From an optimization exercise on the open Yosys and OpenROAD flow, aimed at small area; shortcuts taken in it are not production practice. Function was checked by simulation only, so behaviour that the tests miss may differ from the original. No activity file was given, so power comes from the tool's default toggle rates.

## fifo_kband_out_sc
module fifo_kband_out_sc #(
    parameter int IN_WIDTH   = 512,
    parameter int RATIO      = 4,
    parameter int DEPTH      = 8,
    parameter int AF_THRESH  = 6,
    parameter int SHOW_AHEAD = 0
) (
    input  logic                                clk,
    input  logic                                reset,
    input  logic [IN_WIDTH-1:0]                 data,
    input  logic                                wrreq,
    input  logic                                rdreq,
    output logic [IN_WIDTH/RATIO-1:0]           q,
    output logic [$clog2(DEPTH+1)-1:0]          wrusedw,
    output logic [$clog2(DEPTH*RATIO+1)-1:0]    rdusedw,
    output logic                                rdempty,
    output logic                                wrfull,
    output logic                                almost_full,
    output logic                                overflow,
    output logic                                underflow
);
clock: 6.0 ns
lec_check: 0
cap_margin: 20
core_margin: 2
core_utilization: 60
cts_buf_list: sky130_fd_sc_hd__clkbuf_8
cts_cluster_diameter: 60
cts_cluster_size: 18
place_density: 0.72
slew_margin: 20
synth_hierarchical: 1
synth_minimum_keep_size: 0
standard.sh (not shown) runs the stock make flow with config.mk's settings and CLKGATE_MAP_FILE= SYNTH_SCRIPT=/design/flow/synth_recipe.tcl, a recipe that flattens the netlist after the stock synthesis.
==> flow/flow/run.sh <==
#!/bin/bash
# Own layout flow: the standard ORFS flow (standard synthesis unchanged),
# with two layout-only changes:
#   * port buffers use the smallest buffer cell instead of ORFS's default pick;
#   * clock tree synthesis does not add dummy loads.
# All make/tool output goes to flow_make.log in the work folder; ORFS's own
# per-step logs stay under orfs/logs/.
set -euo pipefail
cts_args="-sink_clustering_enable -repair_clock_nets -dont_use_dummy_load"
cts_args+=" -sink_clustering_size 18 -sink_clustering_max_diameter 60"
cts_args+=" -buf_list {sky130_fd_sc_hd__clkbuf_8}"
bash standard.sh \
    "BUFFER_PORTS_ARGS=-buffer_cell sky130_fd_sc_hd__buf_1" \
    "CTS_ARGS=$cts_args" \
    finish > flow_make.log 2>&1
Change:
--- a/flow/flow/run.sh
+++ b/flow/flow/run.sh
@@ -8,5 +8,5 @@
 set -euo pipefail
 cts_args="-sink_clustering_enable -repair_clock_nets -dont_use_dummy_load"
-cts_args+=" -sink_clustering_size 18 -sink_clustering_max_diameter 60"
+cts_args+=" -sink_clustering_size 16 -sink_clustering_max_diameter 60"
 cts_args+=" -buf_list {sky130_fd_sc_hd__clkbuf_8}"
 bash standard.sh \
--- a/flow/config.mk
+++ b/flow/config.mk
@@ -6,12 +6,12 @@
 export NUM_CORES = 4
 export LEC_CHECK = 0
-export CAP_MARGIN = 20
+export CAP_MARGIN = 5
 export CORE_MARGIN = 2
 export CORE_UTILIZATION = 60
 export CTS_BUF_LIST = sky130_fd_sc_hd__clkbuf_8
 export CTS_CLUSTER_DIAMETER = 60
-export CTS_CLUSTER_SIZE = 18
+export CTS_CLUSTER_SIZE = 16
 export PLACE_DENSITY = 0.72
-export SLEW_MARGIN = 20
+export SLEW_MARGIN = 5
 export SYNTH_HIERARCHICAL = 1
 export SYNTH_MINIMUM_KEEP_SIZE = 0
Effect: The new run finished with timing, DRC and antenna clean; cell count climbs slightly; critical path depth fell by 1; wire length increases slightly; via count climbs slightly; power rises slightly; clock skew rises by 0.038 ns; core utilization goes up by 0.16 points; fmax goes down slightly; combinational power barely changes; worst hold slack degrades by 0.066 ns; die area does not change.
Change:
==> flow/run.sh (new file) <==
#!/bin/bash
# synth_recipe.tcl (not shown) runs the flow's synth.tcl, then flattens the netlist and writes it again
# the make line also repeats each setting of config.mk as NAME=value (left out here)
make -C /OpenROAD-flow-scripts/flow DESIGN_CONFIG=/design/flow/config.mk WORK_HOME=/design/flow/orfs CLKGATE_MAP_FILE= SYNTH_SCRIPT=/design/flow/synth_recipe.tcl finish
--- a/flow/config.mk
+++ b/flow/config.mk
@@ -6,5 +6,5 @@
 export NUM_CORES = 4
 export LEC_CHECK = 0
-export CAP_MARGIN = 5
+export CAP_MARGIN = 20
 export CORE_MARGIN = 2
 export CORE_UTILIZATION = 60
@@ -13,5 +13,5 @@
 export CTS_CLUSTER_SIZE = 16
 export PLACE_DENSITY = 0.72
-export SLEW_MARGIN = 5
+export SLEW_MARGIN = 20
 export SYNTH_HIERARCHICAL = 1
 export SYNTH_MINIMUM_KEEP_SIZE = 0
removed: flow/flow/run.sh
removed: flow/standard.sh
- wire length rose by 0.61%
- worst setup slack got worse by 0.49 ns
- cell area increases by 3.5%

* * *

build 87:
fifo_kband_out_sc again, from the RTL that the note above started with.
Settings: LEC_CHECK=0, CAP_MARGIN=20, CORE_MARGIN=2, CORE_UTILIZATION=60, CTS_BUF_LIST=sky130_fd_sc_hd__clkbuf_16, CTS_CLUSTER_DIAMETER=80, CTS_CLUSTER_SIZE=28, PLACE_DENSITY=0.72, SLEW_MARGIN=20, SYNTH_HIERARCHICAL=1, SYNTH_MINIMUM_KEEP_SIZE=0; clock period 6.0 ns.
==> flow/flow/run.sh <==
#!/bin/bash
# Own layout flow: the standard ORFS flow (standard synthesis unchanged),
# with two layout-only changes:
#   * port buffers use the smallest buffer cell instead of ORFS's default pick;
#   * clock tree synthesis does not add dummy loads.
# All make/tool output goes to flow_make.log in the work folder; ORFS's own
# per-step logs stay under orfs/logs/.
set -euo pipefail
cts_args="-sink_clustering_enable -repair_clock_nets -dont_use_dummy_load"
cts_args+=" -sink_clustering_size 28 -sink_clustering_max_diameter 80"
cts_args+=" -buf_list {sky130_fd_sc_hd__clkbuf_16}"
bash standard.sh \
    "BUFFER_PORTS_ARGS=-buffer_cell sky130_fd_sc_hd__buf_1" \
    "CTS_ARGS=$cts_args" \
    finish > flow_make.log 2>&1
What build 10 does differently from build 87 at the input level:
Settings: CTS_CLUSTER_SIZE now 16, was 28; CTS_BUF_LIST now sky130_fd_sc_hd__clkbuf_8, was sky130_fd_sc_hd__clkbuf_16; CTS_CLUSTER_DIAMETER now 60, was 80.
-- flow/flow/run.sh --
<<< build 87, line 8
set -euo pipefail
cts_args="-sink_clustering_enable -repair_clock_nets -dont_use_dummy_load"
cts_args+=" -sink_clustering_size 28 -sink_clustering_max_diameter 80"
cts_args+=" -buf_list {sky130_fd_sc_hd__clkbuf_16}"
bash standard.sh \
    "BUFFER_PORTS_ARGS=-buffer_cell sky130_fd_sc_hd__buf_1" \
>>> build 10, line 8
set -euo pipefail
cts_args="-sink_clustering_enable -repair_clock_nets -dont_use_dummy_load"
cts_args+=" -sink_clustering_size 16 -sink_clustering_max_diameter 60"
cts_args+=" -buf_list {sky130_fd_sc_hd__clkbuf_8}"
bash standard.sh \
    "BUFFER_PORTS_ARGS=-buffer_cell sky130_fd_sc_hd__buf_1" \
==> comparison <==
On number of levels in the clock H-tree, the higher figure sits with build 10, not build 87. Build 87 has a higher post-route minimum period than build 10. Reported for build 10 and build 87, adder and majority cell fraction of the synthesized area turned out identical to the last digit. Re first-pass GRT wire length: build 87 was lower than build 10. Re post-route worst hold slack: build 10 and build 87 aren't equal, and the lower value belongs to build 10. Min routed metal-1 wirelength across build 10 and build 87: build 87.
Setup changes, build 10 to build 16
Settings: PLACE_DENSITY now 0.8, was 0.72; CORE_UTILIZATION now 70, was 60.
==> notes.md <==
- Sort build 16 and build 10 by count of clock-net buffers in the final layout desc -> top: build 10
- Global-route wire length before repair (build 16 vs. build 10) decreases slightly
- Per the comparison of build 16 with build 10, number of vias in the routed layout rose by about 1.6%; non-clock buffer count rose by 7; layout-stage area growth over the synthesis result fell by 0.37 points; post-route non-filler standard cell count fell by 460; post-layout utilization of the core rose by 10 points.

-- static timing again, ports no longer ideal --
The flow's constraints put no driver on any port. The routed layouts listed below were extracted and timed again, unchanged, in two steps.
Step 1 assumes that a clkbuf_16 drives the clock port and a buf_2 every other input.
Step 2 adds t to the input delays and takes it off the output delays; t is the mean of the earliest and latest rising clock arrival at the registers after step 1. Input paths then give back, and output paths get back, about the clock's delay inside the block.
Three values: no drivers, after step 1, after step 2; two values: the first two.
run | t, ns | setup WS [ns] | hold WS [ns] | worst slew at a driven data input, ns | cell pins on the clock port's net
the first run of note 1 | 1.151 | 2.760 / 2.765 / 1.675 | 0.403 / 0.341 / 0.426 | 0.24 | 1
the second run of note 1 | 1.169 | 2.697 / 2.697 / 1.633 | 0.337 / 0.270 / 0.415 | 0.24 | 1
the third run of note 1 | 1.196 | 2.204 / 2.282 / 1.086 | 0.457 / 0.457 / 0.457 | 0.23 | 1
build 87 | 0.948 | 2.558 / 2.631 / 1.682 | 0.435 / 0.435 / 0.435 | 0.23 | 1
build 10 | 1.177 | 2.759 / 2.745 / 1.715 | 0.312 / 0.248 / 0.402 | 0.24 | 1
build 16 | 1.178 | 2.672 / 2.661 / 1.606 | 0.320 / 0.261 / 0.435 | 0.23 | 1
After both steps every run listed still meets setup and hold. For the third run of note 1, which loses most, drivers alone change the setup slack by +0.078 ns; drivers and shift together by -1.118 ns.
